What follows belongs to an exercise in optimizing a design on an open flow for small area, a short achievable clock period and few clock cycles per item; a production flow would make more cautious choices.
RTL that was checked went through simulation tests only; none was proved equivalent to the original.
For runs 2 to 5, only the layout was checked, not whether the RTL still works.
Power is estimated from default activity; no workload was simulated.

### design/flow/config.mk
export PLATFORM = sky130hd
export DESIGN_NAME = encoder_speed_and_ramped_setpoint_core
export DESIGN_NICKNAME = encoder_speed_and_ramped_setpoint_core
export VERILOG_FILES = /design/flow/design.v
export SDC_FILE = /design/flow/constraint.sdc
export NUM_CORES = 4
export LEC_CHECK = 0
export CAP_MARGIN = 20
export CORE_MARGIN = 2
export CORE_UTILIZATION = 40
export CTS_BUF_LIST = sky130_fd_sc_hd__clkbuf_4 sky130_fd_sc_hd__clkbuf_8
export CTS_CLUSTER_SIZE = 30
export SETUP_SLACK_MARGIN = 3.7
export SLEW_MARGIN = 20
### design/flow/constraint.sdc
create_clock -name core_clock -period 8.0 [get_ports {clk}]
set_input_delay 1.6000 -clock core_clock [delete_from_list [all_inputs] [get_ports {clk}]]
set_output_delay 1.6000 -clock core_clock [all_outputs]
set_load 0.01 [all_outputs]
### design/flow/design.v
`default_nettype none
package esr_pkg;
  localparam logic [10:0] MS_PER_S = 11'd1000;
endpackage
`default_nettype wire
`default_nettype none
module esr_sub #(
  parameter int W = 8
) (
  input  logic [W-1:0] a,
  input  logic [W-1:0] b,
  output logic [W-1:0] d,
  output logic ge
);
  localparam int L = (W < 2) ? 1 : (W < 4) ? 2 : (W < 8) ? 3 : (W < 16) ? 4 : (W < 32) ? 5 : (W < 64) ? 6 : 7;
  logic [W-1:0] g0, p0;
  logic [W:0] gl [0:2*L];
  logic [W:0] pl [0:2*L];
  assign g0 = a & ~b;
  assign p0 = a ^ ~b;
  assign gl[0] = {g0, 1'b1};
  assign pl[0] = {p0, 1'b0};
  for (genvar l = 0; l < L; l++) begin : g_up
    for (genvar i = 0; i <= W; i++) begin : g_bit
      if (((i + 1) % (2 << l)) == 0) begin : g_node
        assign gl[l+1][i] = gl[l][i] | (pl[l][i] & gl[l][i-(1<<l)]);
        assign pl[l+1][i] = pl[l][i] & pl[l][i-(1<<l)];
      end else begin : g_pass
        assign gl[l+1][i] = gl[l][i];
        assign pl[l+1][i] = pl[l][i];
      end
    end
  end
  for (genvar l = L - 1; l > 0; l--) begin : g_dn
    for (genvar i = 0; i <= W; i++) begin : g_bit
      if (((i + 1) % (1 << l)) == (1 << (l - 1)) && i >= (1 << l)) begin : g_node
        assign gl[2*L-l][i] = gl[2*L-l-1][i] | (pl[2*L-l-1][i] & gl[2*L-l-1][i-(1<<(l-1))]);
        assign pl[2*L-l][i] = pl[2*L-l-1][i] & pl[2*L-l-1][i-(1<<(l-1))];
      end else begin : g_pass
        assign gl[2*L-l][i] = gl[2*L-l-1][i];
        assign pl[2*L-l][i] = pl[2*L-l-1][i];
      end
    end
  end
  assign d = p0 ^ gl[2*L-1][W-1:0];
  assign ge = gl[2*L-1][W];
endmodule
`default_nettype wire
`default_nettype none
module encoder_speed_and_ramped_setpoint_core (
  input  logic clk,
  input  logic rst,
  input  logic psel,
  input  logic penable,
  input  logic pwrite,
  input  logic [4:0] paddr,
  input  logic [31:0] pwdata,
  output logic [31:0] prdata,
  output logic pready,
  input  logic in_valid,
  output logic in_ready,
  input  logic signed [31:0] encoder_count,
  input  logic [31:0] time_ms,
  input  logic signed [16:0] target_speed_mm_s,
  output logic out_valid,
  input  logic out_ready,
  output logic signed [23:0] measured_speed_mm_s,
  output logic signed [20:0] measured_scaled,
  output logic signed [16:0] ramped_speed_mm_s,
  output logic signed [10:0] setpoint_scaled
);
  logic reverse;
  logic [15:0] pulses_per_rev;
  logic [23:0] circumference_um;
  logic [15:0] max_speed_mm_s;
  logic [15:0] max_accel_mm_s2;
  logic cfg_wr;
  assign pready = 1'b1;
  assign cfg_wr = psel & penable & pwrite;
  always_comb begin
    case (paddr[4:2])
      3'd0: prdata = {31'd0, reverse};
      3'd1: prdata = {16'd0, pulses_per_rev};
      3'd2: prdata = {8'd0, circumference_um};
      3'd3: prdata = {16'd0, max_speed_mm_s};
      3'd4: prdata = {16'd0, max_accel_mm_s2};
      default: prdata = '0;
    endcase
  end
  always_ff @(posedge clk) begin
    if (rst) begin
      reverse <= 1'b0;
      pulses_per_rev <= 16'd1;
      circumference_um <= 24'd1;
      max_speed_mm_s <= 16'd1;
      max_accel_mm_s2 <= 16'd2500;
    end else if (cfg_wr) begin
      case (paddr[4:2])
        3'd0: reverse <= pwdata[0];
        3'd1: pulses_per_rev <= pwdata[15:0];
        3'd2: circumference_um <= pwdata[23:0];
        3'd3: max_speed_mm_s <= pwdata[15:0];
        3'd4: max_accel_mm_s2 <= pwdata[15:0];
        default: ;
      endcase
    end
  end
  logic ppr_zero, accel_on;
  logic [15:0] ppr_eff;
  always_ff @(posedge clk) begin
    ppr_zero <= (pulses_per_rev == 16'd0);
    accel_on <= (max_accel_mm_s2 != 16'd0);
  end
  assign ppr_eff = {pulses_per_rev[15:1], pulses_per_rev[0] | ppr_zero};
  logic signed [31:0] last_nh;
  logic last_rev;
  logic [32:0] last_sample_time;
  logic [32:0] last_ramp_time;
  logic signed [16:0] ramped_speed;
  logic s1_busy, s1_first;
  logic [3:0] s1_cnt;
  logic s1_last;
  logic s1_sgn;                    
  logic s1_neg;                    
  logic s1_dz;                     
  logic [27:0] mx_s, mx_c;         
  logic mx_cy;                     
  logic [31:0] mx_lo;
  logic [16:0] md_hi;
  logic [32:0] md_lo;
  logic [16:0] mp_hi;
  logic [32:0] mp_lo;
  logic s2a_free;
  logic s1_step, s1_fire;
  assign s1_last = (s1_cnt == 4'd10);
  assign in_ready = s1_busy & s1_last & s2a_free;
  assign s1_fire = in_ready;
  assign s1_step = s1_busy & (!s1_last | s2a_free);
  logic s1_same;
  logic signed [33:0] u_w;
  logic signed [32:0] u_next;
  assign s1_same = (reverse == last_rev);
  assign u_w = {{2{encoder_count[31]}}, encoder_count} + {last_nh[31], last_nh, encoder_count[31]};
  assign u_next = u_w[33:1];
  logic s1_fix;
  logic signed [32:0] nh_x, nh_w;
  assign s1_fix = !s1_busy & !s1_same;
  assign nh_x = s1_fix ? {last_nh, 1'b0} : {encoder_count[31], encoder_count};
  assign nh_w = ~nh_x + 33'sd1 + {32'd0, !nh_x[32]};
  logic dt_bor, rdt_bor;
  logic [2:0] dt_dig, rdt_dig;
  logic [3:0] dt_cap4, rdt_cap4, dt_dig4, rdt_dig4;
  logic dig_top;
  assign dt_cap4 = {1'b0, time_ms[2:0]} - {1'b0, last_sample_time[2:0]};
  assign rdt_cap4 = {1'b0, time_ms[2:0]} - {1'b0, last_ramp_time[2:0]};
  assign dt_dig4 = {1'b0, md_lo[5:3]} - {1'b0, last_sample_time[5:3]} - {3'd0, dt_bor};
  assign rdt_dig4 = {1'b0, md_lo[5:3]} - {1'b0, last_ramp_time[5:3]} - {3'd0, rdt_bor};
  assign dig_top = (s1_cnt == 4'd9);
  logic [3:0] mx_d;
  logic [27:0] mx_op, mx_p0, mx_p1, mx_p2, mx_p3;
  logic [27:0] mx_s1, mx_c1, mx_s2, mx_c2, mx_s3, mx_c3, mx_s4, mx_c4;
  logic [4:0] mx_low;
  logic [27:0] mx_add;
  assign mx_d = mx_lo[3:0] ^ {4{s1_sgn}};
  assign mx_op = s1_first ? (s1_sgn ? {4'd0, circumference_um} : 28'd0) : mx_s;
  assign mx_p0 = mx_d[0] ? {4'd0, circumference_um} : 28'd0;
  assign mx_p1 = mx_d[1] ? {3'd0, circumference_um, 1'b0} : 28'd0;
  assign mx_p2 = mx_d[2] ? {2'd0, circumference_um, 2'b0} : 28'd0;
  assign mx_p3 = mx_d[3] ? {1'd0, circumference_um, 3'b0} : 28'd0;
  assign mx_s1 = mx_op ^ mx_c ^ mx_p0;
  assign mx_c1 = {((mx_op & mx_c) | (mx_op & mx_p0) | (mx_c & mx_p0)), 1'b0};
  assign mx_s2 = mx_p1 ^ mx_p2 ^ mx_p3;
  assign mx_c2 = {((mx_p1 & mx_p2) | (mx_p1 & mx_p3) | (mx_p2 & mx_p3)), 1'b0};
  assign mx_s3 = mx_s1 ^ mx_c1 ^ mx_s2;
  assign mx_c3 = {((mx_s1 & mx_c1) | (mx_s1 & mx_s2) | (mx_c1 & mx_s2)), 1'b0};
  assign mx_s4 = mx_s3 ^ mx_c3 ^ mx_c2;
  assign mx_c4 = {((mx_s3 & mx_c3) | (mx_s3 & mx_c2) | (mx_c3 & mx_c2)), 1'b0};
  assign mx_low = {1'b0, mx_s4[3:0]} + {1'b0, mx_c4[3:0]} + {4'd0, mx_cy};
  assign mx_add = mx_s + mx_c + {27'd0, mx_cy};
  logic [19:0] md_sum, mp_sum;
  assign md_sum = {3'd0, md_hi} + (dt_dig[0] ? {4'd0, ppr_eff} : 20'd0)
                                + (dt_dig[1] ? {3'd0, ppr_eff, 1'b0} : 20'd0)
                                + (dt_dig[2] ? {2'd0, ppr_eff, 2'b0} : 20'd0);
  assign mp_sum = {3'd0, mp_hi} + (rdt_dig[0] ? {4'd0, max_accel_mm_s2} : 20'd0)
                                + (rdt_dig[1] ? {3'd0, max_accel_mm_s2, 1'b0} : 20'd0)
                                + (rdt_dig[2] ? {2'd0, max_accel_mm_s2, 2'b0} : 20'd0);
  always_ff @(posedge clk) begin
    if (rst) begin
      s1_busy <= 1'b0;
      s1_first <= 1'b0;
      s1_cnt <= '0;
    end else if (!s1_busy) begin
      if (in_valid && s1_same) begin
        s1_busy <= 1'b1;
        s1_first <= 1'b1;
        s1_cnt <= '0;
      end
    end else if (s1_step) begin
      s1_first <= 1'b0;
      s1_cnt <= s1_cnt + 4'd1;
      if (s1_last) s1_busy <= 1'b0;
    end
  end
  always_ff @(posedge clk) begin
    if (!s1_busy) begin
      s1_sgn <= u_next[32];
      s1_neg <= reverse ^ u_next[32];
      mx_s <= '0;
      mx_c <= '0;
      mx_cy <= 1'b0;
      mx_lo <= u_next[31:0];
      md_hi <= '0;
      md_lo <= {1'b0, time_ms};
      mp_hi <= '0;
      dt_dig <= dt_cap4[2:0];
      rdt_dig <= rdt_cap4[2:0];
      dt_bor <= dt_cap4[3];
      rdt_bor <= rdt_cap4[3];
      s1_dz <= 1'b1;
    end else if (s1_step) begin
      if (!s1_cnt[3]) begin
        mx_s <= {4'd0, mx_s4[27:4]};
        mx_c <= {4'd0, mx_c4[27:4]};
        mx_cy <= mx_low[4];
        mx_lo <= {mx_low[3:0], mx_lo[31:4]};
      end else if (s1_cnt == 4'd8) begin
        mx_s <= mx_add;
      end
      md_hi <= md_sum[19:3];
      md_lo <= {md_sum[2:0], md_lo[32:3]};
      mp_hi <= mp_sum[19:3];
      mp_lo <= {mp_sum[2:0], mp_lo[32:3]};
      dt_dig <= {dt_dig4[2] & !dig_top, dt_dig4[1:0]};
      rdt_dig <= {rdt_dig4[2] & !dig_top, rdt_dig4[1:0]};
      dt_bor <= dt_dig4[3];
      rdt_bor <= rdt_dig4[3];
      if (dt_dig != 3'd0) s1_dz <= 1'b0;
    end
  end
  logic [49:0] d_fin;
  assign d_fin = {md_sum[19:3], md_sum[2:0], md_lo[32:3]};
  logic a_busy, a_first;
  logic [3:0] a_cnt;
  logic a_last, a_step, a_fire;
  logic [47:0] a_r, a_d;
  logic [22:0] a_q;
  logic a_neg, a_dz, a_ovf;
  logic [9:0] st_r;
  logic [17:0] st_q;
  logic st_sat;
  logic signed [16:0] a_tgt;
  logic b_busy, b_done;
  logic b_free_early, b_fire;
  logic s3_busy;
  assign a_last = (a_cnt == 4'd11);
  assign a_step = a_busy & (!a_last | b_free_early);
  assign a_fire = a_busy & a_last & b_free_early;
  assign s2a_free = !a_busy | a_fire;
  logic [48:0] a_trial, a_diff;
  logic a_ge;
  logic [47:0] a_rn;
  logic a_cmp;
  assign a_trial = {a_r, a_q[22]};
  esr_sub #(.W(49)) u_a_sub (.a(a_trial), .b({1'b0, a_d}), .d(a_diff), .ge(a_ge));
  assign a_rn = a_ge ? a_diff[47:0] : a_trial[47:0];
  esr_sub #(.W(48)) u_a_cmp (.a(a_r), .b(a_d), .d(), .ge(a_cmp));
  logic [10:0] st_t1, st_t2, st_t3;
  logic [11:0] st_d1, st_d2, st_d3;
  logic [9:0] st_r1, st_r2;
  logic st_g1, st_g2, st_g3;
  assign st_t1 = {st_r, st_q[17]};
  assign st_d1 = {1'b0, st_t1} - {1'b0, esr_pkg::MS_PER_S};
  assign st_g1 = !st_d1[11];
  assign st_r1 = st_g1 ? st_d1[9:0] : st_t1[9:0];
  assign st_t2 = {st_r1, st_q[16]};
  assign st_d2 = {1'b0, st_t2} - {1'b0, esr_pkg::MS_PER_S};
  assign st_g2 = !st_d2[11];
  assign st_r2 = st_g2 ? st_d2[9:0] : st_t2[9:0];
  assign st_t3 = {st_r2, st_q[15]};
  assign st_d3 = {1'b0, st_t3} - {1'b0, esr_pkg::MS_PER_S};
  assign st_g3 = !st_d3[11];
  logic rp_up;
  logic signed [18:0] rp_cur, rp_x, rp_e, rp_m;
  logic rp_snap;
  logic signed [16:0] rp_new;
  assign rp_cur = {{2{ramped_speed[16]}}, ramped_speed};
  assign rp_x = a_first ? rp_cur : $signed({st_r[0], st_q});
  assign rp_e = rp_x + ~{{2{a_tgt[16]}}, a_tgt} + {18'd0, !a_first & rp_up};
  assign rp_m = rp_cur + (rp_up ? $signed({1'b0, st_q}) : ~$signed({1'b0, st_q}))
                       + {18'd0, rp_up ? st_r[1] : !st_r[1]};
  assign rp_snap = st_sat | (rp_up ? !rp_e[18] : rp_e[18]);
  assign rp_new = rp_snap ? a_tgt : (st_r[1] ? ramped_speed : st_q[16:0]);
  always_ff @(posedge clk) begin
    if (rst) begin
      a_busy <= 1'b0;
      a_first <= 1'b0;
      a_cnt <= '0;
    end else if (s1_fire) begin
      a_busy <= 1'b1;
      a_first <= 1'b1;
      a_cnt <= '0;
    end else if (a_fire) begin
      a_busy <= 1'b0;
    end else if (a_step) begin
      a_first <= 1'b0;
      a_cnt <= a_cnt + 4'd1;
    end
  end
  always_ff @(posedge clk) begin
    if (s1_fire) begin
      a_r <= {11'd0, mx_s, mx_lo[31:23]};
      a_q <= mx_lo[22:0];
      a_d <= d_fin[47:0];
      a_neg <= s1_neg;
      a_dz <= s1_dz & (dt_dig == 3'd0);
      st_r <= {1'b0, mp_lo[29:21]};
      st_q <= mp_lo[20:3];
      st_sat <= (mp_hi != 17'd0) || (mp_lo[32:30] != 3'd0) || (rdt_dig != 3'd0);
      a_tgt <= (target_speed_mm_s == -17'sd65536) ? -17'sd65535 : target_speed_mm_s;
    end else if (a_step) begin
      a_r <= a_rn;
      a_q <= {a_q[21:0], a_ge};
      if (a_first) begin
        a_ovf <= a_cmp;
        rp_up <= rp_e[18];
      end
      if (a_cnt < 4'd6) begin
        st_r <= st_g3 ? st_d3[9:0] : st_t3[9:0];
        st_q <= {st_q[14:0], st_g1, st_g2, st_g3};
      end
      if (a_cnt == 4'd6) begin
        st_r[1] <= (st_q == 18'd0);
        if (st_q[17]) st_sat <= 1'b1;
      end
      if (a_cnt == 4'd7) begin
        {st_r[0], st_q} <= rp_m;
      end
    end
  end
  always_ff @(posedge clk) begin
    if (rst) begin
      last_nh <= '0;
      last_rev <= 1'b0;
      last_sample_time <= '0;
      last_ramp_time <= '0;
      ramped_speed <= '0;
    end else begin
      if (s1_fire) begin
        last_nh <= nh_w[32:1];
        last_rev <= reverse;
        last_sample_time <= {1'b0, time_ms};
      end else if (s1_step) begin
        last_sample_time <= {last_sample_time[2:0], last_sample_time[32:3]};
      end
      if (s1_fix && in_valid) begin
        last_nh <= nh_w[32:1];
        last_rev <= reverse;
      end
      if (s1_fire && accel_on) begin
        last_ramp_time <= {1'b0, time_ms};
      end else if (s1_step) begin
        last_ramp_time <= {last_ramp_time[2:0], last_ramp_time[32:3]};
      end
      if (a_step && a_cnt == 4'd8) begin
        ramped_speed <= accel_on ? rp_new : a_tgt;
      end
    end
  end
  logic [3:0] b_cnt;
  logic [47:0] b_r, b_d;
  logic [22:0] b_q;
  logic b_neg, b_dz, b_ovf;
  logic signed [16:0] b_ramp;
  logic [15:0] ss_r;
  logic [10:0] ss_q;
  assign b_fire = b_done & !s3_busy & (!out_valid | out_ready);
  assign b_free_early = !b_busy | b_fire;
  logic [48:0] b_trial, b_diff;
  logic b_ge;
  assign b_trial = {b_r, b_q[22]};
  esr_sub #(.W(49)) u_b_sub (.a(b_trial), .b({1'b0, b_d}), .d(b_diff), .ge(b_ge));
  logic [16:0] rm;
  logic [24:0] z_full;
  assign rm = ramped_speed[16] ? 17'(-ramped_speed) : 17'(ramped_speed);
  assign z_full = {rm, 8'd0} - {8'd0, rm};
  logic [16:0] ss_trial;
  logic [17:0] ss_diff;
  logic ss_ge;
  assign ss_trial = {ss_r, ss_q[10]};
  assign ss_diff = {1'b0, ss_trial} - {2'b00, max_speed_mm_s};
  assign ss_ge = !ss_diff[17];
  always_ff @(posedge clk) begin
    if (rst) begin
      b_busy <= 1'b0;
      b_done <= 1'b0;
      b_cnt <= '0;
    end else if (a_fire) begin
      b_busy <= 1'b1;
      b_done <= 1'b0;
      b_cnt <= '0;
    end else if (b_fire) begin
      b_busy <= 1'b0;
      b_done <= 1'b0;
    end else if (b_busy && !b_done) begin
      b_cnt <= b_cnt + 4'd1;
      if (b_cnt == 4'd10) b_done <= 1'b1;
    end
  end
  always_ff @(posedge clk) begin
    if (a_fire) begin
      b_r <= a_rn;
      b_q <= {a_q[21:0], a_ge};
      b_d <= a_d;
      b_neg <= a_neg;
      b_dz <= a_dz;
      b_ovf <= a_ovf;
      b_ramp <= ramped_speed;
      ss_r <= {3'd0, z_full[23:11]};
      ss_q <= z_full[10:0];
    end else if (b_busy && !b_done) begin
      b_r <= b_ge ? b_diff[47:0] : b_trial[47:0];
      b_q <= {b_q[21:0], b_ge};
      ss_r <= ss_ge ? ss_diff[15:0] : ss_trial[15:0];
      ss_q <= {ss_q[9:0], ss_ge};
    end
  end
  logic signed [23:0] spd_val;
  logic [23:0] spd_mag;
  always_comb begin
    if (b_dz) begin
      spd_val = '0;
      spd_mag = '0;
    end else if (!b_neg) begin
      spd_val = b_ovf ? 24'sh7fffff : $signed({1'b0, b_q});
      spd_mag = b_ovf ? 24'h7fffff : {1'b0, b_q};
    end else begin
      spd_val = b_ovf ? 24'sh800000 : $signed(24'(-{1'b0, b_q}));
      spd_mag = b_ovf ? 24'h800000 : {1'b0, b_q};
    end
  end
  logic signed [10:0] ss_val;
  always_comb begin
    if (max_speed_mm_s == 16'd0) ss_val = -11'sd1;
    else if (!b_ramp[16]) ss_val = ss_q[10] ? 11'sd1023 : $signed({1'b0, ss_q[9:0]});
    else ss_val = ss_q[10] ? -11'sd1023 : $signed(11'(-{1'b0, ss_q[9:0]}));
  end
  logic s3_first;
  logic [3:0] s3_cnt;
  logic [18:0] ms_r;
  logic ms_ovf;
  logic [19:0] ms_q;
  assign ms_q = measured_scaled[19:0];
  logic [31:0] y_full;
  assign y_full = {spd_mag, 8'd0} - {8'd0, spd_mag};
  logic [17:0] ms_m3;
  logic [17:0] ms_t;
  logic [18:0] ms_d1, ms_d2, ms_d3;
  logic [1:0] ms_g;
  logic [15:0] ms_rn;
  always_ff @(posedge clk) ms_m3 <= {2'b00, max_speed_mm_s} + {1'b0, max_speed_mm_s, 1'b0};
  assign ms_t = {ms_r[15:0], ms_q[19:18]};
  assign ms_d1 = {1'b0, ms_t} - {3'd0, max_speed_mm_s};
  assign ms_d2 = {1'b0, ms_t} - {2'd0, max_speed_mm_s, 1'b0};
  assign ms_d3 = {1'b0, ms_t} - {1'd0, ms_m3};
  always_comb begin
    if (!ms_d3[18]) begin
      ms_g = 2'd3;
      ms_rn = ms_d3[15:0];
    end else if (!ms_d2[18]) begin
      ms_g = 2'd2;
      ms_rn = ms_d2[15:0];
    end else if (!ms_d1[18]) begin
      ms_g = 2'd1;
      ms_rn = ms_d1[15:0];
    end else begin
      ms_g = 2'd0;
      ms_rn = ms_t[15:0];
    end
  end
  logic signed [20:0] ms_final;
  always_comb begin
    if (max_speed_mm_s == 16'd0) ms_final = -21'sd256;
    else if (!measured_speed_mm_s[23])
      ms_final = ms_ovf ? 21'sh0fffff : $signed({1'b0, ms_q});
    else
      ms_final = ms_ovf ? 21'sh100000 : $signed(21'(-{1'b0, ms_q}));
  end
  always_ff @(posedge clk) begin
    if (rst) begin
      s3_busy <= 1'b0;
      s3_first <= 1'b0;
      s3_cnt <= '0;
      out_valid <= 1'b0;
    end else begin
      if (out_valid && out_ready) out_valid <= 1'b0;
      if (b_fire) begin
        s3_busy <= 1'b1;
        s3_first <= 1'b1;
        s3_cnt <= '0;
      end else if (s3_busy) begin
        s3_first <= 1'b0;
        s3_cnt <= s3_cnt + 4'd1;
        if (s3_cnt == 4'd10) begin
          s3_busy <= 1'b0;
          out_valid <= 1'b1;
        end
      end
    end
  end
  always_ff @(posedge clk) begin
    if (b_fire) begin
      measured_speed_mm_s <= spd_val;
      ramped_speed_mm_s <= b_ramp;
      setpoint_scaled <= ss_val;
      ms_r <= y_full[30:12];
      measured_scaled <= {1'b0, y_full[11:0], 8'd0};
    end else if (s3_busy) begin
      ms_r <= {3'd0, ms_rn};
      if (s3_first) ms_ovf <= (ms_r >= {3'd0, max_speed_mm_s});
      if (s3_cnt == 4'd10) measured_scaled <= ms_final;
      else measured_scaled[19:0] <= {ms_q[17:0], ms_g};
    end
  end
endmodule
`default_nettype wire
### design/flow/run.sh
#!/bin/bash
# synth_recipe.tcl (not shown) runs the flow's synth.tcl, then flattens the netlist and writes it again
# the make line also repeats each setting of config.mk as NAME=value (left out here)
make -C /OpenROAD-flow-scripts/flow DESIGN_CONFIG=/design/flow/config.mk WORK_HOME=/design/flow/orfs CLKGATE_MAP_FILE= SYNTH_SCRIPT=/design/flow/synth_recipe.tcl finish
==> results_dict.tcl, run 1 <==
set metrics [dict create \
    status "finished clean" \
    wl_met3_mm 12.1 \
    worst_slack_ns 3.51 \
    die_area_sq_um 154000 \
    fin_crit_sh 0.561 \
    grt.total_usage 0.230 \
    hold_ws_ns 0.415 \
    dr.max_layer_used "met5" \
    drc 0 \
    r2r_start "dt_dig[2]" \
    chipWidth_um 393 \
    viasPerCell 5.59 \
    hold_buffers 0 \
    path_cells "buf_12 > nor3b_4 > buf_6 > buf_6 > a22o_1 > a221o_1 > buf_2" \
    ys_seq_area_frac 0.366 \
    setup.worst_path.start "paddr[4]" \
    syn_area_sq_um 60500 \
    async_flop_share 0 \
    maxSlewViolCount 0 \
    peakVddDrop_mv 0.116 \
    finish.utilization 0.458 \
    dpl.cell_count 8621 \
    cp-endpoint "prdata[6]" \
    area_delta_synth_final_pct 13.7 \
    slew_headroom 0.210 \
    layout-drive-gt1-share 0.0905 \
    clock_latency_ns 0.92 \
    fin_crit_ns 4.49 \
    core_area_sq_um 150000 \
    hpwl_mm 129 \
    drtIter0Drc 3750 \
    io_buffers 213 \
    gpl.final_weighted_congestion 0.912 \
    worstPathArrival_ns 2.89 \
    finalSetupViolCount 0 \
    wl_met1_mm 82.3 \
    finClkSkew_ns 0.0589 \
    maxCapViolCount 0 \
    cpMaxStageDelayCell "a221o_1" \
    power.total_mw 10.9 \
    row_count 142 \
    hp-class "flop to flop" \
    ys_types 100 \
    layout_commonest_cell "nand2_1" \
    design_area_sq_um 68700 \
    grt_max_degree 148 \
    cts_root_buf "clkbuf_8" \
    grt_pass1_vias 48100 \
    powerDensity_nw_per_um2 158 \
    path_clk_slew_ns 0.06 \
    cts_buffers 160 \
    worst-setup-path-type "input pin to output port" \
    clock_path_buffers 3 \
    yosysWarnings 7 \
    hold_violations 0 \
    synthFlopType "edfxtp_1" \
    grt.overflow.total 0 \
    worst_r2r_path_depth 17 \
    dr_wl_met2_mm 81.3 \
    cts_tree "built" \
    die_h_um 393 \
    start_kind "input pin" \
    fmax_mhz 223 \
    max_stage_delay_ns 0.35 \
    critPathMaxFanout 8 \
    place_area_sq_um 64500 \
    nets 7611 \
    rr_endpoint "md_hi[14]" \
    worst_slew_pin_slew_ns 1.17 \
    cts-htree-levels 4 \
    avgSynthCellArea_sq_um 9.07 \
    cts_sinks 852 \
    io_pins 233 \
    ys_ff_latch 852 \
    routed_wl_mm 180 \
    crit_required_ns 6.40 \
    antenna_found_initial 7 \
    r2r_slack_ns 3.83 \
    mostFrequentLayoutCells "845 x nand2_1, 509 x nor2_1, 505 x edfxtp_1" \
    wire_per_inst_um 20.1 \
    final_cell_count_no_fill 8975 \
    setup_tns_ns 0 \
    final_antenna_net_count 0 \
    rsz0062_at_grt "yes" \
    synth_cells 6668 \
    grt_pass1_wl_mm 278 \
    worst_setup_path_end_kind "output port" \
    place_ws_ns 1.68 \
    initial_core_util 0.403 \
    leakage_nw 27.9 \
    dr.pass1.iters 5 \
    synth_edf_count 505 \
    num_vias 50100 \
    crit_top_cell "buf_6" \
]
report_power, final:
| group | internal, mW | switching, mW |
|---|---|---|
| logic | 0.544 | 0.854 |
| clock network | 2.52 | 2.07 |
| registers | 4.78 | 0.122 |
| total | 7.84 | 3.05 |
worst min path at each step:
| stage | from | end | slack, ns | depth (start not counted) |
|---|---|---|---|---|
| 4_1_cts | b_ramp[4] | ramped_speed_mm_s[4] | 0.42 | 0 |
| 3_5_place_dp | b_ramp[4] | ramped_speed_mm_s[4] | 0.40 | 0 |
| 5_1_grt | b_ramp[4] | ramped_speed_mm_s[4] | 0.42 | 0 |
| 3_3_place_gp | b_ramp[8] | ramped_speed_mm_s[8] | 0.40 | 0 |
| 2_1_floorplan | s1_neg | a_neg | 0.40 | 0 |
| 6_report | b_ramp[4] | ramped_speed_mm_s[4] | 0.42 | 0 |
registers in the layout (all words and copies together), names as in the netlist, 28 cells and up:
signal / flops
a_d: 48
a_r: 48
b_d: 48
b_r: 48
last_nh: 32
last_ramp_time: 33
last_sample_time: 33
md_lo: 30
mp_lo: 30
mx_lo: 32
mx_s: 28
routing by layer:
metal,GRT usage,vias up
met5,0,-
met4,0.0699,2
met3,0.0367,264
met2,0.365,1548
met1,0.321,24400
li1,-,23900
logic make-up after synthesis:
kind of cell               Yosys count  share of synthesized area
and+or+nand+nor                   2126                      0.162
other                                2                   0.000124
adders and majority gates          665                      0.165
muxes                              161                     0.0280
xor gates and xnor gates           341                     0.0499
AOI/OAI and AO/OA                 1665                      0.176
buffers and inverters              856                     0.0540
DFF                                852                      0.366
critical path, delay by kind of cell:
family,cells,cell delay (ns)
AO/OA/AOI/OAI,2,0.57
AND/OR/NAND/NOR,1,0.16
buffers and inverters,4,0.56
final cells by class:
| type | instances | area (sq um) |
|---|---|---|
| fillers | 14500 | 81200 |
| multi-input cells | 4970 | 35700 |
| flip-flops and latches | 852 | 22100 |
| repair buffers | 323 | 3040 |
| clock buffers | 217 | 2760 |
| well taps | 2016 | 2520 |
| inverters | 512 | 1960 |
| clock inverters | 77 | 641 |
| repair inverters | 2 | 17.5 |
| diodes | 6 | 15.0 |
cell usage after synthesis (43+ instances only):
cell type / count / share of area
dfxtp_1: 347 / 0.11
nor2b_1: 63 / 0.0065
a311oi_1: 68 / 0.0098
a211oi_1: 73 / 0.0091
fa_1: 218 / 0.072
edfxtp_1: 505 / 0.25
ha_1: 447 / 0.092
a21oi_1: 457 / 0.038
mux2i_1: 97 / 0.016
nor2_1: 514 / 0.032
xnor2_1: 204 / 0.030
xor2_1: 134 / 0.019
o21a_1: 43 / 0.0053
nand2b_1: 45 / 0.0047
nand2_1: 851 / 0.053
a21o_1: 132 / 0.016
clkbuf_1: 303 / 0.019
inv_1: 506 / 0.031
nand3_1: 137 / 0.011
a31oi_1: 53 / 0.0055
and2_1: 133 / 0.014
nor3_1: 136 / 0.011
mux2_2: 61 / 0.011
o21ai_0: 407 / 0.034
timing repair:
action                     4_1_cts  5_1_grt
resized for setup              172       90
pin swaps                       27       24
setup endpoints to repair      352      177
cloned                           6        0
setup buffers                   26       22
Testbench counts, summed over its fixed seeds: cycles 24,204, items 1,920.
==> run 2: changes to the inputs <==
--- a/design/flow/design.v
+++ b/design/flow/design.v
@@ -77,16 +77,17 @@
   logic cfg_wr;
   assign pready = 1'b1;
   assign cfg_wr = psel & penable & pwrite;
-  always_comb begin
-    case (paddr[4:2])
-      3'd0: prdata = {31'd0, reverse};
-      3'd1: prdata = {16'd0, pulses_per_rev};
-      3'd2: prdata = {8'd0, circumference_um};
-      3'd3: prdata = {16'd0, max_speed_mm_s};
-      3'd4: prdata = {16'd0, max_accel_mm_s2};
-      default: prdata = '0;
-    endcase
-  end
+  logic [4:0] rd_sel;
+  assign rd_sel[0] = (paddr[4:2] == 3'd0);
+  assign rd_sel[1] = (paddr[4:2] == 3'd1);
+  assign rd_sel[2] = (paddr[4:2] == 3'd2);
+  assign rd_sel[3] = (paddr[4:2] == 3'd3);
+  assign rd_sel[4] = (paddr[4:2] == 3'd4);
+  assign prdata = ({32{rd_sel[0]}} & {31'd0, reverse})
+                | ({32{rd_sel[1]}} & {16'd0, pulses_per_rev})
+                | ({32{rd_sel[2]}} & {8'd0, circumference_um})
+                | ({32{rd_sel[3]}} & {16'd0, max_speed_mm_s})
+                | ({32{rd_sel[4]}} & {16'd0, max_accel_mm_s2});
   always_ff @(posedge clk) begin
     if (rst) begin
       reverse <= 1'b0;
@@ -133,7 +134,10 @@
   logic s2a_free;
   logic s1_step, s1_fire;
   assign s1_last = (s1_cnt == 4'd10);
-  assign in_ready = s1_busy & s1_last & s2a_free;
+  logic ir_p, ir_q;
+  assign ir_p = s1_busy & s1_last & (!a_busy | (a_last & (!b_busy | (b_pass & !out_valid))));
+  assign ir_q = s1_busy & s1_last & a_last & b_pass & out_valid;
+  assign in_ready = ir_p | (ir_q & out_ready);
   assign s1_fire = in_ready;
   assign s1_step = s1_busy & (!s1_last | s2a_free);
   logic s1_same;
@@ -249,9 +253,10 @@
   logic [17:0] st_q;
   logic st_sat;
   logic signed [16:0] a_tgt;
-  logic b_busy, b_done;
+  logic b_busy, b_done, b_pass;
   logic b_free_early, b_fire;
   logic s3_busy;
+  assign b_pass = b_done & !s3_busy;
   assign a_last = (a_cnt == 4'd11);
   assign a_step = a_busy & (!a_last | b_free_early);
   assign a_fire = a_busy & a_last & b_free_early;
@@ -373,7 +378,7 @@
   logic signed [16:0] b_ramp;
   logic [15:0] ss_r;
   logic [10:0] ss_q;
-  assign b_fire = b_done & !s3_busy & (!out_valid | out_ready);
+  assign b_fire = b_pass & (!out_valid | out_ready);
   assign b_free_early = !b_busy | b_fire;
   logic [48:0] b_trial, b_diff;
   logic b_ge;
--- a/design/flow/config.mk
+++ b/design/flow/config.mk
@@ -8,7 +8,7 @@
 export CAP_MARGIN = 20
 export CORE_MARGIN = 2
 export CORE_UTILIZATION = 40
-export CTS_BUF_LIST = sky130_fd_sc_hd__clkbuf_4 sky130_fd_sc_hd__clkbuf_8
-export CTS_CLUSTER_SIZE = 30
-export SETUP_SLACK_MARGIN = 3.7
+export CTS_BUF_LIST = sky130_fd_sc_hd__clkbuf_8
+export CTS_CLUSTER_SIZE = 20
+export SETUP_SLACK_MARGIN = 3.8
 export SLEW_MARGIN = 20
==> run 2 against run 1 <==
  * Register-to-register slack lost 0.12 ns
  * First-iteration DRC count grew 8.8%
  * Routed wire length grew 3.3%
  * Count of clock-buffer cells in the layout shrank 28
  * Sequential share of layout area shrank 1.0 points
  * Critical path type unchanged
==> results_dict.tcl, run 2 <==
set metrics [dict create \
    slew_headroom 0.292 \
    worstPathArrival_ns 2.89 \
    dpl.cell_count 8715 \
    path_cells "buf_6 > nand2b_4 > and2_4 > nand2b_4 > a31oi_4 > nand4_1 > bufinv_16 > buf_6" \
    ys_ff_latch 852 \
    layout-drive-gt1-share 0.113 \
    die_h_um 394 \
    crit_family "simple AND/OR/NAND/NOR gates" \
    maxCapViolCount 0 \
    cts_tree "built" \
    io_buffers 213 \
    ys_seq_area_frac 0.363 \
    hold_path_depth 0 \
    hp-class "flop to flop" \
    worst-path-buf-inv 3 \
    p_switching_mw 3.18 \
    peakVddDrop_mv 0.118 \
    cp.depth 8 \
    setup_tns_ns 0 \
    critPathMaxFanout 2 \
    wire_per_inst_um 20.3 \
    finClkSkew_ns 0.0589 \
    initial_core_util 0.402 \
    synth_cells 6738 \
    clock_path_buffers 3 \
    grt_max_degree 143 \
    fill_cells 14500 \
    place_ws_ns 1.94 \
    powerDensity_nw_per_um2 156 \
    crit_required_ns 6.40 \
    combPwrFrac 0.147 \
    row_count 143 \
    fmax_mhz 223 \
    core_area_sq_um 152000 \
    die_area_sq_um 156000 \
    hpwl_mm 132 \
    clock_latency_ns 0.91 \
    grt.total_usage 0.231 \
    routed_wl_mm 186 \
    fin_crit_ns 4.49 \
    multi_input_area_sq_um 36700 \
    mostFrequentLayoutCells "837 x nand2_1, 554 x inv_1, 505 x edfxtp_1" \
    grt.overflow.total 0 \
    cpMaxStageDelayCell "bufinv_16" \
    cts_root_buf "clkbuf_8" \
    hold_buffers 0 \
    layout_commonest_cell "nand2_1" \
    final_antenna_net_count 0 \
    finalSetupViolCount 0 \
    regArea_sq_um 22100 \
    synth_most_common_cell "nand2_1" \
    synth_edf_count 505 \
    p_sw_frac 0.288 \
    yosysTopAreaCellShare 0.249 \
    viasPerCell 5.61 \
    yosysWarnings 7 \
    grt_pass1_vias 49400 \
    ys_types 95 \
    max_stage_delay_ns 0.27 \
    worst_slew_pin_slew_ns 1.06 \
    yosysTopAreaCell "edfxtp_1" \
    drc 0 \
    rsz0062_at_grt "yes" \
    antenna_found_initial 10 \
    worst-setup-path-type "input pin to output port" \
    synthFlopType "edfxtp_1" \
    final_cell_count_no_fill 9151 \
    cts_sinks 852 \
    synth_top_cells_by_count "846 x nand2_1, 537 x inv_1, 505 x edfxtp_1" \
    leakage_nw 28.5 \
    area_delta_synth_final_pct 16.4 \
    worst_r2r_path_depth 17 \
    drtIter0Drc 4079 \
    async_flop_share 0 \
    path_clk_slew_ns 0.06 \
    cts_buffers 160 \
    syn_area_sq_um 60900 \
    maxSlewViolCount 0 \
    p_int_mw 7.87 \
    io_pins 233 \
    fin_crit_sh 0.561 \
    p_clk_frac 0.406 \
    grt_pass1_wl_mm 285 \
    worst_setup_path_end_kind "output port" \
    num_vias 51400 \
    start_kind "input pin" \
    worst_slack_ns 3.51 \
    avgSynthCellArea_sq_um 9.05 \
    status "finished clean" \
    dr.pass1.iters 6 \
    power.total_mw 11.1 \
    synthTopCellsByArea "edfxtp_1 25%, dfxtp_1 11%, ha_1 9.2%, fa_1 7.2%, nand2_1 5.2%" \
    hold_violations 0 \
    seqPwrFrac 0.447 \
    cts-htree-levels 4 \
    gpl.final_weighted_congestion 0.906 \
    nets 7777 \
    chipWidth_um 394 \
]
## run 2: per-stage QoR
step / hold slack (ns) / utilization / area, sq um
floorplan: 0.400 / - / 61200
global placement: 0.402 / 0.429 / 65100
detailed placement: 0.405 / 0.429 / 65100
CTS: 0.409 / 0.461 / 69900
global route: 0.421 / 0.468 / 70900
finish: 0.406 / 0.468 / 70900
## run 2: final timing paths
check             start   endpoint  slack (ns)
max           out_ready   in_ready        3.51
min              s1_neg      a_neg        0.41
max reg2reg  rdt_dig[0]  mp_hi[16]        3.71
min reg2reg      s1_neg      a_neg        0.41
## run 2: area by class of cell
| cell class | instances | area share |
|---|---|---|
| multi-input combinational | 5009 | 0.518 |
| sequential | 852 | 0.312 |
| timing repair buffer | 421 | 0.0578 |
| clock buffer | 189 | 0.0367 |
| tap | 2030 | 0.0358 |
| inverter | 541 | 0.0293 |
| clock inverter | 104 | 0.0102 |
| timing repair inverter | 2 | 0.000194 |
| antenna | 3 | 0.000106 |
## run 2: per-layer routing
layer	track usage	vias to the layer above	part of all wire
li1	-	24400	-
met1	0.312	25000	0.44
met2	0.375	1625	0.46
met3	0.0364	369	0.068
met4	0.0793	14	0.037
met5	0	-	0.00048
## run 2: what timing repair did
item,in CTS,in global routing
cloned,8,5
gates resized for setup,273,161
pin swaps,51,75
setup endpoints to repair,410,240
endpoints found under the hold margin,0,0
setup buffers,88,39
## run 2: cell families (layout without fill, tap and decap cells)
logic type	count (synthesis)	in the layout	synth area share
and+or+nand+nor	2158	2159	0.165
AOI/OAI and AO/OA	1646	1649	0.172
buffers and inverters	888	1257	0.0558
DFF	852	852	0.363
adders and majority gates	665	665	0.163
xor gates and xnor gates	331	331	0.0476
muxes	196	196	0.0335
other	2	12	0.000123
## run 2: power by group through the flow
| stage | combinational (mW) | sequential [mW] | clock, mW |
|---|---|---|---|
| after floorplan | 0.997 | 4.95 | 0 |
| after detailed placement | 1.37 | 5.06 | 0 |
| after global placement | 1.33 | 5.05 | 0 |
| final | 1.63 | 4.94 | 4.48 |
| after global routing | 1.79 | 4.95 | 4.78 |
| after CTS | 1.53 | 4.94 | 4.59 |
==> run 3: changes to the inputs <==
--- a/design/flow/design.v
+++ b/design/flow/design.v
@@ -4,21 +4,22 @@
 endpackage
 `default_nettype wire
 `default_nettype none
-module esr_sub #(
+module esr_add #(
   parameter int W = 8
 ) (
   input  logic [W-1:0] a,
   input  logic [W-1:0] b,
-  output logic [W-1:0] d,
-  output logic ge
+  input  logic ci,
+  output logic [W-1:0] s,
+  output logic co
 );
   localparam int L = (W < 2) ? 1 : (W < 4) ? 2 : (W < 8) ? 3 : (W < 16) ? 4 : (W < 32) ? 5 : (W < 64) ? 6 : 7;
   logic [W-1:0] g0, p0;
   logic [W:0] gl [0:2*L];
   logic [W:0] pl [0:2*L];
-  assign g0 = a & ~b;
-  assign p0 = a ^ ~b;
-  assign gl[0] = {g0, 1'b1};
+  assign g0 = a & b;
+  assign p0 = a ^ b;
+  assign gl[0] = {g0, ci};
   assign pl[0] = {p0, 1'b0};
   for (genvar l = 0; l < L; l++) begin : g_up
     for (genvar i = 0; i <= W; i++) begin : g_bit
@@ -42,8 +43,20 @@
       end
     end
   end
-  assign d = p0 ^ gl[2*L-1][W-1:0];
-  assign ge = gl[2*L-1][W];
+  assign s = p0 ^ gl[2*L-1][W-1:0];
+  assign co = gl[2*L-1][W];
+endmodule
+`default_nettype wire
+`default_nettype none
+module esr_sub #(
+  parameter int W = 8
+) (
+  input  logic [W-1:0] a,
+  input  logic [W-1:0] b,
+  output logic [W-1:0] d,
+  output logic ge
+);
+  esr_add #(.W(W)) u_add (.a(a), .b(~b), .ci(1'b1), .s(d), .co(ge));
 endmodule
 `default_nettype wire
 `default_nettype none
@@ -77,17 +90,16 @@
   logic cfg_wr;
   assign pready = 1'b1;
   assign cfg_wr = psel & penable & pwrite;
-  logic [4:0] rd_sel;
-  assign rd_sel[0] = (paddr[4:2] == 3'd0);
-  assign rd_sel[1] = (paddr[4:2] == 3'd1);
-  assign rd_sel[2] = (paddr[4:2] == 3'd2);
-  assign rd_sel[3] = (paddr[4:2] == 3'd3);
-  assign rd_sel[4] = (paddr[4:2] == 3'd4);
-  assign prdata = ({32{rd_sel[0]}} & {31'd0, reverse})
-                | ({32{rd_sel[1]}} & {16'd0, pulses_per_rev})
-                | ({32{rd_sel[2]}} & {8'd0, circumference_um})
-                | ({32{rd_sel[3]}} & {16'd0, max_speed_mm_s})
-                | ({32{rd_sel[4]}} & {16'd0, max_accel_mm_s2});
+  always_comb begin
+    case (paddr[4:2])
+      3'd0: prdata = {31'd0, reverse};
+      3'd1: prdata = {16'd0, pulses_per_rev};
+      3'd2: prdata = {8'd0, circumference_um};
+      3'd3: prdata = {16'd0, max_speed_mm_s};
+      3'd4: prdata = {16'd0, max_accel_mm_s2};
+      default: prdata = '0;
+    endcase
+  end
   always_ff @(posedge clk) begin
     if (rst) begin
       reverse <= 1'b0;
@@ -134,10 +146,7 @@
   logic s2a_free;
   logic s1_step, s1_fire;
   assign s1_last = (s1_cnt == 4'd10);
-  logic ir_p, ir_q;
-  assign ir_p = s1_busy & s1_last & (!a_busy | (a_last & (!b_busy | (b_pass & !out_valid))));
-  assign ir_q = s1_busy & s1_last & a_last & b_pass & out_valid;
-  assign in_ready = ir_p | (ir_q & out_ready);
+  assign in_ready = s1_busy & s1_last & s2a_free;
   assign s1_fire = in_ready;
   assign s1_step = s1_busy & (!s1_last | s2a_free);
   logic s1_same;
@@ -180,7 +189,7 @@
   assign mx_s4 = mx_s3 ^ mx_c3 ^ mx_c2;
   assign mx_c4 = {((mx_s3 & mx_c3) | (mx_s3 & mx_c2) | (mx_c3 & mx_c2)), 1'b0};
   assign mx_low = {1'b0, mx_s4[3:0]} + {1'b0, mx_c4[3:0]} + {4'd0, mx_cy};
-  assign mx_add = mx_s + mx_c + {27'd0, mx_cy};
+  esr_add #(.W(28)) u_mx_add (.a(mx_s), .b(mx_c), .ci(mx_cy), .s(mx_add), .co());
   logic [19:0] md_sum, mp_sum;
   assign md_sum = {3'd0, md_hi} + (dt_dig[0] ? {4'd0, ppr_eff} : 20'd0)
                                 + (dt_dig[1] ? {3'd0, ppr_eff, 1'b0} : 20'd0)
@@ -253,10 +262,9 @@
   logic [17:0] st_q;
   logic st_sat;
   logic signed [16:0] a_tgt;
-  logic b_busy, b_done, b_pass;
+  logic b_busy, b_done;
   logic b_free_early, b_fire;
   logic s3_busy;
-  assign b_pass = b_done & !s3_busy;
   assign a_last = (a_cnt == 4'd11);
   assign a_step = a_busy & (!a_last | b_free_early);
   assign a_fire = a_busy & a_last & b_free_early;
@@ -378,7 +386,7 @@
   logic signed [16:0] b_ramp;
   logic [15:0] ss_r;
   logic [10:0] ss_q;
-  assign b_fire = b_pass & (!out_valid | out_ready);
+  assign b_fire = b_done & !s3_busy & (!out_valid | out_ready);
   assign b_free_early = !b_busy | b_fire;
   logic [48:0] b_trial, b_diff;
   logic b_ge;
@@ -392,8 +400,8 @@
   logic [17:0] ss_diff;
   logic ss_ge;
   assign ss_trial = {ss_r, ss_q[10]};
-  assign ss_diff = {1'b0, ss_trial} - {2'b00, max_speed_mm_s};
-  assign ss_ge = !ss_diff[17];
+  esr_sub #(.W(17)) u_ss (.a(ss_trial), .b({1'b0, max_speed_mm_s}), .d(ss_diff[16:0]), .ge(ss_ge));
+  assign ss_diff[17] = !ss_ge;
   always_ff @(posedge clk) begin
     if (rst) begin
       b_busy <= 1'b0;
@@ -456,7 +464,7 @@
   logic [19:0] ms_q;
   assign ms_q = measured_scaled[19:0];
   logic [31:0] y_full;
-  assign y_full = {spd_mag, 8'd0} - {8'd0, spd_mag};
+  esr_sub #(.W(32)) u_y (.a({spd_mag, 8'd0}), .b({8'd0, spd_mag}), .d(y_full), .ge());
   logic [17:0] ms_m3;
   logic [17:0] ms_t;
   logic [18:0] ms_d1, ms_d2, ms_d3;
@@ -464,9 +472,13 @@
   logic [15:0] ms_rn;
   always_ff @(posedge clk) ms_m3 <= {2'b00, max_speed_mm_s} + {1'b0, max_speed_mm_s, 1'b0};
   assign ms_t = {ms_r[15:0], ms_q[19:18]};
-  assign ms_d1 = {1'b0, ms_t} - {3'd0, max_speed_mm_s};
-  assign ms_d2 = {1'b0, ms_t} - {2'd0, max_speed_mm_s, 1'b0};
-  assign ms_d3 = {1'b0, ms_t} - {1'd0, ms_m3};
+  logic ms_ge1, ms_ge2, ms_ge3;
+  esr_sub #(.W(18)) u_ms1 (.a(ms_t), .b({2'd0, max_speed_mm_s}), .d(ms_d1[17:0]), .ge(ms_ge1));
+  esr_sub #(.W(18)) u_ms2 (.a(ms_t), .b({1'd0, max_speed_mm_s, 1'b0}), .d(ms_d2[17:0]), .ge(ms_ge2));
+  esr_sub #(.W(18)) u_ms3 (.a(ms_t), .b(ms_m3), .d(ms_d3[17:0]), .ge(ms_ge3));
+  assign ms_d1[18] = !ms_ge1;
+  assign ms_d2[18] = !ms_ge2;
+  assign ms_d3[18] = !ms_ge3;
   always_comb begin
     if (!ms_d3[18]) begin
       ms_g = 2'd3;
--- a/design/flow/config.mk
+++ b/design/flow/config.mk
@@ -8,7 +8,8 @@
 export CAP_MARGIN = 20
 export CORE_MARGIN = 2
 export CORE_UTILIZATION = 40
-export CTS_BUF_LIST = sky130_fd_sc_hd__clkbuf_8
-export CTS_CLUSTER_SIZE = 20
-export SETUP_SLACK_MARGIN = 3.8
+export CTS_BUF_LIST = sky130_fd_sc_hd__clkbuf_4 sky130_fd_sc_hd__clkbuf_8
+export CTS_CLUSTER_SIZE = 30
+export GPL_ROUTABILITY_DRIVEN = 0
+export SETUP_SLACK_MARGIN = 3.6
 export SLEW_MARGIN = 20
==> run 3 against run 2 <==
  * Critical endpoint is now prdata[2]
  * Sequential power barely moved
  * Final area is 3.7% lower
  * Final cell count decreased by 4.4%
  * Worst setup slack got worse by 0.0071 ns
  * Still clean
  * Fmax down 0.16%
  * Synthesized area down 1.7%
  * Count of clock-buffer cells in the layout increased by 45
  * Via count shrank 3.9%
  * Highest routed layer unchanged
  * Worst hold slack got worse by 0.020 ns
  * First-iteration DRC count is 2.1% lower
  * Die area fell by 1.7%
  * Largest cell class unchanged
  * Clock skew is 0.013 ns higher
==> results_dict.tcl, run 3 <==
set metrics [dict create \
    status "finished clean" \
    cts_tree "built" \
    async_flop_share 0 \
    critPathMaxFanout 8 \
    antenna_found_initial 14 \
    power.total_mw 10.9 \
    io_pins 233 \
    ys_ff_latch 852 \
    worstPathArrival_ns 2.89 \
    slew_headroom 0.217 \
    synth_top_cells_by_count "870 x nand2_1, 522 x inv_1, 505 x edfxtp_1" \
    clock_path_buffers 3 \
    yosysTopAreaCellShare 0.253 \
    peakVddDrop_mv 0.144 \
    layout-drive-gt1-share 0.0935 \
    avgSynthCellArea_sq_um 9.21 \
    crit_family "compound AO/OA/AOI/OAI gates" \
    num_vias 49400 \
    leakage_nw 28.0 \
    grt_pass1_wl_mm 282 \
    rsz0062_at_grt "yes" \
    powerDensity_nw_per_um2 159 \
    hpwl_mm 130 \
    drtIter0Drc 3993 \
    cts_sinks 852 \
    nets 7519 \
    fin_crit_ns 4.49 \
    initial_core_util 0.404 \
    yosysWarnings 19 \
    cts-htree-levels 4 \
    synth_cells 6503 \
    syn_area_sq_um 59900 \
    fmax_mhz 222 \
    worst-setup-path-type "input pin to output port" \
    fin_crit_sh 0.562 \
    grt.overflow.total 0 \
    finish.utilization 0.461 \
    grt_pass1_vias 47800 \
    area_delta_synth_final_pct 14.1 \
    synth_most_common_cell "nand2_1" \
    wire_per_inst_um 20.9 \
    cts_buffers 157 \
    io_buffers 213 \
    final_antenna_net_count 0 \
    finalSetupViolCount 0 \
    max_stage_delay_ns 0.38 \
    hp-class "flop to flop" \
    drc 0 \
    cpMaxStageDelayCell "a221o_1" \
    path_clk_slew_ns 0.06 \
    layout_commonest_cell "nand2_1" \
    place_ws_ns 1.60 \
    ys_types 100 \
    viasPerCell 5.65 \
    finClkSkew_ns 0.0720 \
    routed_wl_mm 182 \
    core_area_sq_um 148000 \
    grt.total_usage 0.236 \
    die_h_um 391 \
    clock_latency_ns 0.94 \
    crit_required_ns 6.40 \
    worst_slack_ns 3.51 \
    path_cells "buf_12 > nor2b_4 > buf_6 > and2_4 > a22o_1 > a221o_1 > buf_2" \
    yosysTopAreaCell "edfxtp_1" \
    hold_violations 0 \
    chipWidth_um 391 \
    ys_seq_area_frac 0.369 \
    mostFrequentLayoutCells "867 x nand2_1, 513 x inv_1, 505 x edfxtp_1" \
    hold_ws_ns 0.386 \
    dr.pass1.iters 8 \
    worst_setup_path_end_kind "output port" \
    synth_edf_count 505 \
    start_kind "input pin" \
    maxCapViolCount 0 \
    synthFlopType "edfxtp_1" \
    worst_slew_pin_slew_ns 1.16 \
    maxSlewViolCount 0 \
    setup_tns_ns 0 \
    synthTopCellsByArea "edfxtp_1 25%, dfxtp_1 12%, ha_1 9.5%, fa_1 8.7%, nand2_1 5.5%" \
    cts_root_buf "clkbuf_8" \
    row_count 141 \
    die_area_sq_um 153000 \
    worst-path-buf-inv 3 \
    grt_max_degree 150 \
]
==> run 3: per-layer routing <==
layer	wire length [um]	track usage	vias to the layer above
li1	-	-	23300
met5	106	0	-
met1	82400	0.331	24100
met3	13900	0.0442	317
met2	81000	0.368	1650
met4	5060	0.0734	16
==> run 3: timing repair <==
action                     4_1_cts  5_1_grt
resized for setup              161       66
gates cloned                     8        0
setup endpoints to repair      410      147
pin swaps                       20       28
setup buffers                   42       27
hold buffers                     0        0
==> run 3: path summary, 6_finish.rpt <==
kind                            slack [ns]         to     start  cells past startpoint
worst max-delay path                  3.51  prdata[2]  paddr[3]                      7
worst min-delay path                  0.39      b_neg     a_neg                      0
worst max register to register        3.65    st_r[8]   st_r[2]                     17
worst min register to register        0.39      b_neg     a_neg                      0
==> run 3: worst register-to-register path: cells and delay by family (launching register included) <==
kind	cells	cell delay, ns
simple gates	4	1.25
compound gates	6	1.23
fa+ha+maj	3	0.57
flops	1	0.44
xor+xnor	3	0.42
buf+inv	1	0.17
==> run 3: cell type report <==
| class | count | area (sq um) |
|---|---|---|
| repair buffers | 338 | 3240 |
| inverters | 525 | 2010 |
| clock buffers | 234 | 2870 |
| multi-input cells | 4803 | 35000 |
| fillers | 14200 | 79900 |
| clock inverters | 58 | 604 |
| flip-flops and latches | 852 | 22100 |
| diodes | 2 | 5.00 |
| well taps | 1930 | 2410 |
| repair inverters | 2 | 17.5 |
==> run 3: logic make-up after synthesis <==
logic type / count (synthesis) / synth area share
other: 2 / 0.000125
XOR/XNOR: 315 / 0.0464
adder cells (fa/ha/maj): 715 / 0.182
buffers and inverters: 858 / 0.0546
multiplexers: 138 / 0.0244
AND/OR/NAND/NOR: 2122 / 0.163
AO/OA/AOI/OAI: 1501 / 0.160
flip-flops: 852 / 0.369
==> run 3: through the flow <==
stage / std cells / area [sq um]
5_1_grt: 8744 / 68300
3_3_place_gp: 8373 / 63700
6_report: 8744 / 68300
4_1_cts: 8715 / 67900
3_5_place_dp: 8373 / 63800
2_1_floorplan: 6510 / 60000
==> run 3: report_power, final <==
part	switching [mW]	internal, mW
Clock	2.10	2.60
Combinational	0.750	0.495
Sequential	0.142	4.77
==> run 4: changes to the inputs <==
--- a/design/flow/config.mk
+++ b/design/flow/config.mk
@@ -9,7 +9,8 @@
 export CORE_MARGIN = 2
 export CORE_UTILIZATION = 40
 export CTS_BUF_LIST = sky130_fd_sc_hd__clkbuf_4 sky130_fd_sc_hd__clkbuf_8
-export CTS_CLUSTER_SIZE = 30
+export CTS_CLUSTER_SIZE = 50
 export GPL_ROUTABILITY_DRIVEN = 0
+export PLACE_DENSITY = 0.8
 export SETUP_SLACK_MARGIN = 3.6
 export SLEW_MARGIN = 20
==> run 4 against run 3 <==
  * Via count rose by 2.7%
  * Fmax fell by 1.4%
  * Synthesized cell count did not move
  * Non-clock buffer count down 6
  * Still clean on timing, DRC and antenna
  * Die area is the same
  * Routed wire length shrank 3.5%
  * Sequential power barely moved
  * First-iteration DRC count grew 31%
  * Flip-flop and latch count did not move
  * Final area is 0.16% lower
  * Sequential share of layout area hardly changed
  * Worst setup slack worse by 0.066 ns
  * Largest cell class unchanged
==> results_dict.tcl, run 4 <==
set metrics [dict create \
    hold_path_end "mp_lo[3]" \
    worst-setup-path-type "input pin to output port" \
    ys_types 100 \
    synth_fa_ha_area_frac 0.182 \
    num_vias 50700 \
    cts-htree-levels 4 \
    hpwl_mm 125 \
    synthSimpleGateAreaFrac 0.163 \
    critPathMaxFanout 11 \
    drc 0 \
    p_sw_frac 0.277 \
    cpMaxStageDelayCell "a221o_1" \
    wire_per_inst_um 20.2 \
    maxSlewViolCount 0 \
    place_area_sq_um 63700 \
    clock_latency_ns 0.93 \
    fmax_mhz 219 \
    worstPathArrival_ns 2.96 \
    start_kind "input pin" \
    worst_slew_pin_slew_ns 1.11 \
    drtIter0Drc 5238 \
    synth_edf_count 505 \
    rsz0062_at_grt "yes" \
    setup_tns_ns 0 \
    p_int_mw 7.75 \
    leakage_nw 27.9 \
    slew_headroom 0.258 \
    status "finished clean" \
    yosysWarnings 19 \
    design_area_sq_um 68200 \
    grt.total_usage 0.224 \
    finClkSkew_ns 0.0651 \
    synth.area.mux_share 0.0244 \
    synth_compound_area_frac 0.160 \
    worst_r2r_path_depth 14 \
    synth_xor_area_frac 0.0464 \
    p_clk_frac 0.424 \
    finish.utilization 0.460 \
    hp-class "flop to flop" \
    layout-drive-gt1-share 0.0905 \
    path_cells "buf_12 > nor2b_4 > nor2b_4 > buf_6 > buf_12 > buf_4 > a221o_1 > buf_2" \
    maxCapViolCount 0 \
    row_count 141 \
    chipWidth_um 391 \
    die_h_um 391 \
    p_switching_mw 2.97 \
    cts_root_buf "clkbuf_8" \
    cts_sinks 852 \
    async_flop_share 0 \
    dr.pass1.iters 6 \
    viasPerCell 5.81 \
    hp-start "mp_lo[6]" \
    core_area_sq_um 148000 \
    seqPwrFrac 0.457 \
    worst_setup_path_end_kind "output port" \
    grt_max_degree 150 \
    synth_top_cells_by_count "870 x nand2_1, 522 x inv_1, 505 x edfxtp_1" \
    fin_crit_sh 0.570 \
    synth_top_family_by_area "adder cells" \
    cts_buffers 151 \
    routed_wl_mm 176 \
    yosysTopAreaCell "edfxtp_1" \
    io_pins 233 \
    nets 7508 \
    crit_family "buffers and inverters" \
    final_antenna_net_count 0 \
    finalSetupViolCount 0 \
    synthFlopType "edfxtp_1" \
    powerDensity_nw_per_um2 157 \
    avgSynthCellArea_sq_um 9.21 \
    power.total_mw 10.7 \
    io_buffers 213 \
    hold_buffers 0 \
    cts_tree "built" \
    combPwrFrac 0.119 \
    synthTopCellsByArea "edfxtp_1 25%, dfxtp_1 12%, ha_1 9.5%, fa_1 8.7%, nand2_1 5.5%" \
    layout_commonest_cell "nand2_1" \
    area_delta_synth_final_pct 13.9 \
    grt_pass1_wl_mm 272 \
    hold_path_depth 0 \
    peakVddDrop_mv 0.170 \
    rr_endpoint "ss_r[10]" \
    clock_path_buffers 3 \
    max_stage_delay_ns 0.41 \
    fin_crit_ns 4.56 \
    ys_ff_latch 852 \
    r2r_slack_ns 3.66 \
    mostFrequentLayoutCells "867 x nand2_1, 515 x inv_1, 505 x edfxtp_1" \
    hold_violations 0 \
    r2r_start "ramped_speed[0]" \
    yosysTopAreaCellShare 0.253 \
    worst-path-buf-inv 5 \
    syn_area_sq_um 59900 \
    grt_pass1_vias 49500 \
    synth_most_common_cell "nand2_1" \
    crit_required_ns 6.40 \
    grt.overflow.total 0 \
    initial_core_util 0.404 \
    path_clk_slew_ns 0.06 \
    die_area_sq_um 153000 \
    ys_seq_area_frac 0.369 \
    synth_cells 6503 \
    antenna_found_initial 7 \
]
==> run 4: cell counts after synthesis <==
Identical to the previous run, type by type.
==> run 4: repair_timing <==
item | in CTS | in global routing
cloned | 8 | 0
pin swaps | 26 | 18
resized for setup | 186 | 78
endpoints found under the setup margin | 350 | 225
setup buffers | 47 | 22
==> run 4: per-layer routing <==
metal,global-route usage,vias to the layer above,share of wire
met3,0.0555,527,0.11
li1,-,23200,-
met5,0,-,0.00021
met4,0.117,6,0.053
met2,0.348,2588,0.45
met1,0.288,24400,0.39
==> run 4: cell type report <==
class | instances | area [sq um]
fill | 13300 | 80000
multi-input combinational | 4804 | 35100
sequential | 852 | 22100
timing repair buffer | 332 | 3210
clock buffer | 211 | 2630
tap | 1930 | 2410
inverter | 525 | 2020
clock inverter | 71 | 724
timing repair inverter | 2 | 17.5
antenna | 4 | 10.0
==> run 4: how the worst max path moves through the flow <==
stage,end,start,cells past startpoint,slack [ns]
finish,prdata[12],paddr[3],8,3.44
global route,prdata[14],paddr[3],8,3.45
CTS,in_ready,s1_busy,5,3.39
detailed placement,in_ready,out_ready,8,1.95
global placement,in_ready,out_ready,8,1.97
floorplan,in_ready,out_ready,11,2.70
==> run 4: logic make-up after synthesis <==
logic type      after synthesis
buf+inv                     858
flops                       852
simple gates               2122
fa+ha+maj                   715
mux                         138
other cells                   2
xor+xnor                    315
compound gates             1501
==> run 4: per-stage QoR <==
| stage | std cells | hold slack [ns] | setup WS (ns) |
|---|---|---|---|
| final | 8731 | 0.410 | 3.44 |
| after global routing | 8729 | 0.419 | 3.45 |
| after CTS | 8705 | 0.406 | 3.39 |
| after detailed placement | 8368 | 0.405 | 1.95 |
| after global placement | 8368 | 0.403 | 1.97 |
| after floorplan | 6510 | 0.400 | 2.70 |
==> run 4: power by group through the flow <==
stage	registers (mW)	clock network, mW	logic [mW]
floorplan	4.92	0	0.796
global placement	5.02	0	1.06
detailed placement	5.03	0	1.10
CTS	4.90	4.61	1.22
global route	4.91	4.79	1.39
finish	4.90	4.55	1.27
==> run 4: worst reg2reg max path, cell delays in order, from the launching register on <==
cell and delay [ns]:
dfxtp_1 0.43, inv_1 0.26, ha_1 0.32, inv_1 0.16
o41ai_2 0.39, xor2_1 0.41, ha_1 0.29, nand4_1 0.11
nor4_1 0.46, o2111ai_1 0.26, a31oi_1 0.33, o21ai_2 0.14
and3_1 0.20, nor3_1 0.26, a31oi_1 0.08
==> run 5: changes to the inputs <==
--- a/design/flow/config.mk
+++ b/design/flow/config.mk
@@ -9,8 +9,8 @@
 export CORE_MARGIN = 2
 export CORE_UTILIZATION = 40
 export CTS_BUF_LIST = sky130_fd_sc_hd__clkbuf_4 sky130_fd_sc_hd__clkbuf_8
-export CTS_CLUSTER_SIZE = 50
+export CTS_CLUSTER_SIZE = 30
 export GPL_ROUTABILITY_DRIVEN = 0
-export PLACE_DENSITY = 0.8
-export SETUP_SLACK_MARGIN = 3.6
+export PLACE_DENSITY_LB_ADDON = 0.2
+export SETUP_SLACK_MARGIN = 3.5
 export SLEW_MARGIN = 20
==> run 5 against run 4 <==
  * Final cell count up 0.19%
  * Worst setup slack worse by 0.014 ns
  * Die area unchanged
  * Largest cell class unchanged
  * Critical path type unchanged
  * Via count down 3.6%
  * Final area up 0.23%
  * Clock power up 7.7%
  * Flip-flop and latch count unchanged
  * Sequential share of layout area down 0.078 points
  * Register-to-register slack worse by 0.11 ns
  * Still clean on timing, DRC and antenna
  * Synthesized area unchanged
==> results_dict.tcl, run 5 <==
set metrics [dict create \
    grt.overflow.total 0 \
    maxSlewViolCount 0 \
    cts_buffers 163 \
    num_vias 48900 \
    worst_slew_pin_slew_ns 1.07 \
    max_stage_delay_ns 0.43 \
    layout-drive-gt1-share 0.0906 \
    wire_per_inst_um 21.1 \
    place_ws_ns 2.02 \
    hp-class "flop to flop" \
    synthFlopType "edfxtp_1" \
    crit_required_ns 6.40 \
    hold_path_depth 0 \
    finalSetupViolCount 0 \
    hold_violations 0 \
    grt_pass1_wl_mm 282 \
    dr.pass1.iters 6 \
    finClkSkew_ns 0.0650 \
    worst_slack_ns 3.43 \
    synth_top_cells_by_count "870 x nand2_1, 522 x inv_1, 505 x edfxtp_1" \
    grt_max_degree 150 \
    fin_crit_sh 0.572 \
    yosysWarnings 19 \
    io_pins 233 \
    worstPathArrival_ns 2.97 \
    fill_cells 14200 \
    worst_r2r_path_depth 18 \
    crit_family "buffers and inverters" \
    cp.depth 8 \
    antenna_found_initial 14 \
    mostFrequentLayoutCells "866 x nand2_1, 514 x inv_1, 505 x edfxtp_1" \
    die_h_um 391 \
    yosysTopAreaCellShare 0.253 \
    fin_crit_ns 4.57 \
    ys_seq_area_frac 0.369 \
    ys_types 100 \
    grt_pass1_vias 47400 \
    hp-start "a_d[26]" \
    die_area_sq_um 153000 \
    cts_root_buf "clkbuf_8" \
    powerDensity_nw_per_um2 161 \
    viasPerCell 5.59 \
    final_cell_count_no_fill 8748 \
    row_count 141 \
    async_flop_share 0 \
    worst_setup_path_end_kind "output port" \
    maxCapViolCount 0 \
    layout_commonest_cell "nand2_1" \
    nets 7515 \
    worst-path-buf-inv 5 \
    critPathMaxFanout 6 \
    area_delta_synth_final_pct 14.2 \
    initial_core_util 0.404 \
    setup.worst_path.start "paddr[3]" \
    design_area_sq_um 68400 \
    drc 0 \
    drtIter0Drc 3856 \
    chipWidth_um 391 \
    core_area_sq_um 148000 \
    slew_headroom 0.287 \
    worst-setup-path-type "input pin to output port" \
    ys_ff_latch 852 \
    start_kind "input pin" \
    power.total_mw 11.0 \
    cts_tree "built" \
    dpl.cell_count 8378 \
    finish.utilization 0.461 \
    cpMaxStageDelayCell "a221o_1" \
    clock_latency_ns 0.94 \
    final_antenna_net_count 0 \
    hpwl_mm 132 \
    yosysTopAreaCell "edfxtp_1" \
    cts-htree-levels 4 \
    place_area_sq_um 63800 \
    peakVddDrop_mv 0.143 \
    syn_area_sq_um 59900 \
    hold_ws_ns 0.413 \
    setup_tns_ns 0 \
    path_cells "buf_12 > nor2b_4 > nor2b_4 > buf_6 > buf_12 > buf_16 > a221o_1 > buf_2" \
    synth_edf_count 505 \
    hold_buffers 0 \
    leakage_nw 28.0 \
    io_buffers 213 \
    synth_most_common_cell "nand2_1" \
    r2r_start "st_r[2]" \
    routed_wl_mm 185 \
    rsz0062_at_grt "yes" \
    status "finished clean" \
    grt.total_usage 0.239 \
    avgSynthCellArea_sq_um 9.21 \
    clock_path_buffers 3 \
    path_clk_slew_ns 0.07 \
    synthTopCellsByArea "edfxtp_1 25%, dfxtp_1 12%, ha_1 9.5%, fa_1 8.7%, nand2_1 5.5%" \
    fmax_mhz 219 \
    cts_sinks 852 \
    synth_cells 6503 \
]
run 5: cell counts after synthesis:
No cell type changed its count.
run 5: report_power, final:
part           switching (mW)  internal (mW)  total (mW)  leakage, nW
registers               0.136           4.77        4.91         7.47
logic                   0.756          0.483        1.24         18.6
clock network            2.13           2.77        4.90         1.92
total                    3.02           8.02        11.0         28.0
run 5: worst paths after layout:
kind	slack, ns	endpoint
min reg2reg	0.41	b_d[26]
max	3.43	prdata[9]
min	0.41	b_d[26]
max reg2reg	3.55	st_r[7]
run 5: kinds of logic after synthesis:
kind of cell / share of synthesized area
AND/OR/NAND/NOR: 0.163
AO/OA/AOI/OAI: 0.160
buffers and inverters: 0.0546
flip-flops: 0.369
adder cells (fa/ha/maj): 0.182
XOR/XNOR: 0.0464
multiplexers: 0.0244
other: 0.000125
run 5: area by class of cell:
type,instances,area (sq um),share of cell area
diodes,6,15.0,0.000220
clock buffers,228,2910,0.0425
clock inverters,74,758,0.0111
inverters,525,2010,0.0294
multi-input cells,4801,35000,0.512
flip-flops and latches,852,22100,0.324
well taps,1930,2410,0.0353
repair buffers,330,3150,0.0461
repair inverters,2,17.5,0.000256
run 5: worst register-to-register path: cells and delay by family (launching register included):
kind | cells | cell delay [ns]
and+or+nand+nor | 3 | 0.94
buffers and inverters | 2 | 0.31
DFF | 1 | 0.45
AOI/OAI and AO/OA | 7 | 1.42
adders and majority gates | 3 | 0.59
xor gates and xnor gates | 3 | 0.43
run 5: what timing repair did:
action | in CTS | in global routing
cloned | 7 | 0
buffers inserted | 40 | 15
endpoints found under the setup margin | 248 | 109
gates resized for setup | 151 | 56
pin swaps | 22 | 14
run 5: layer usage:
layer	vias to the layer above	wire [um]	track usage
met3	290	14800	0.0484
met1	23700	83300	0.335
met5	-	43	0
met4	8	6280	0.0891
met2	1627	80200	0.363
li1	23300	-	-

Setup slack of run 5, layout unchanged: 3.426 ns with ideal ports, 3.328 ns with driving cells assumed (clock clkbuf_16, inputs buf_2), 2.732 ns with port delays also shifted by the 0.982 ns mid clock arrival.
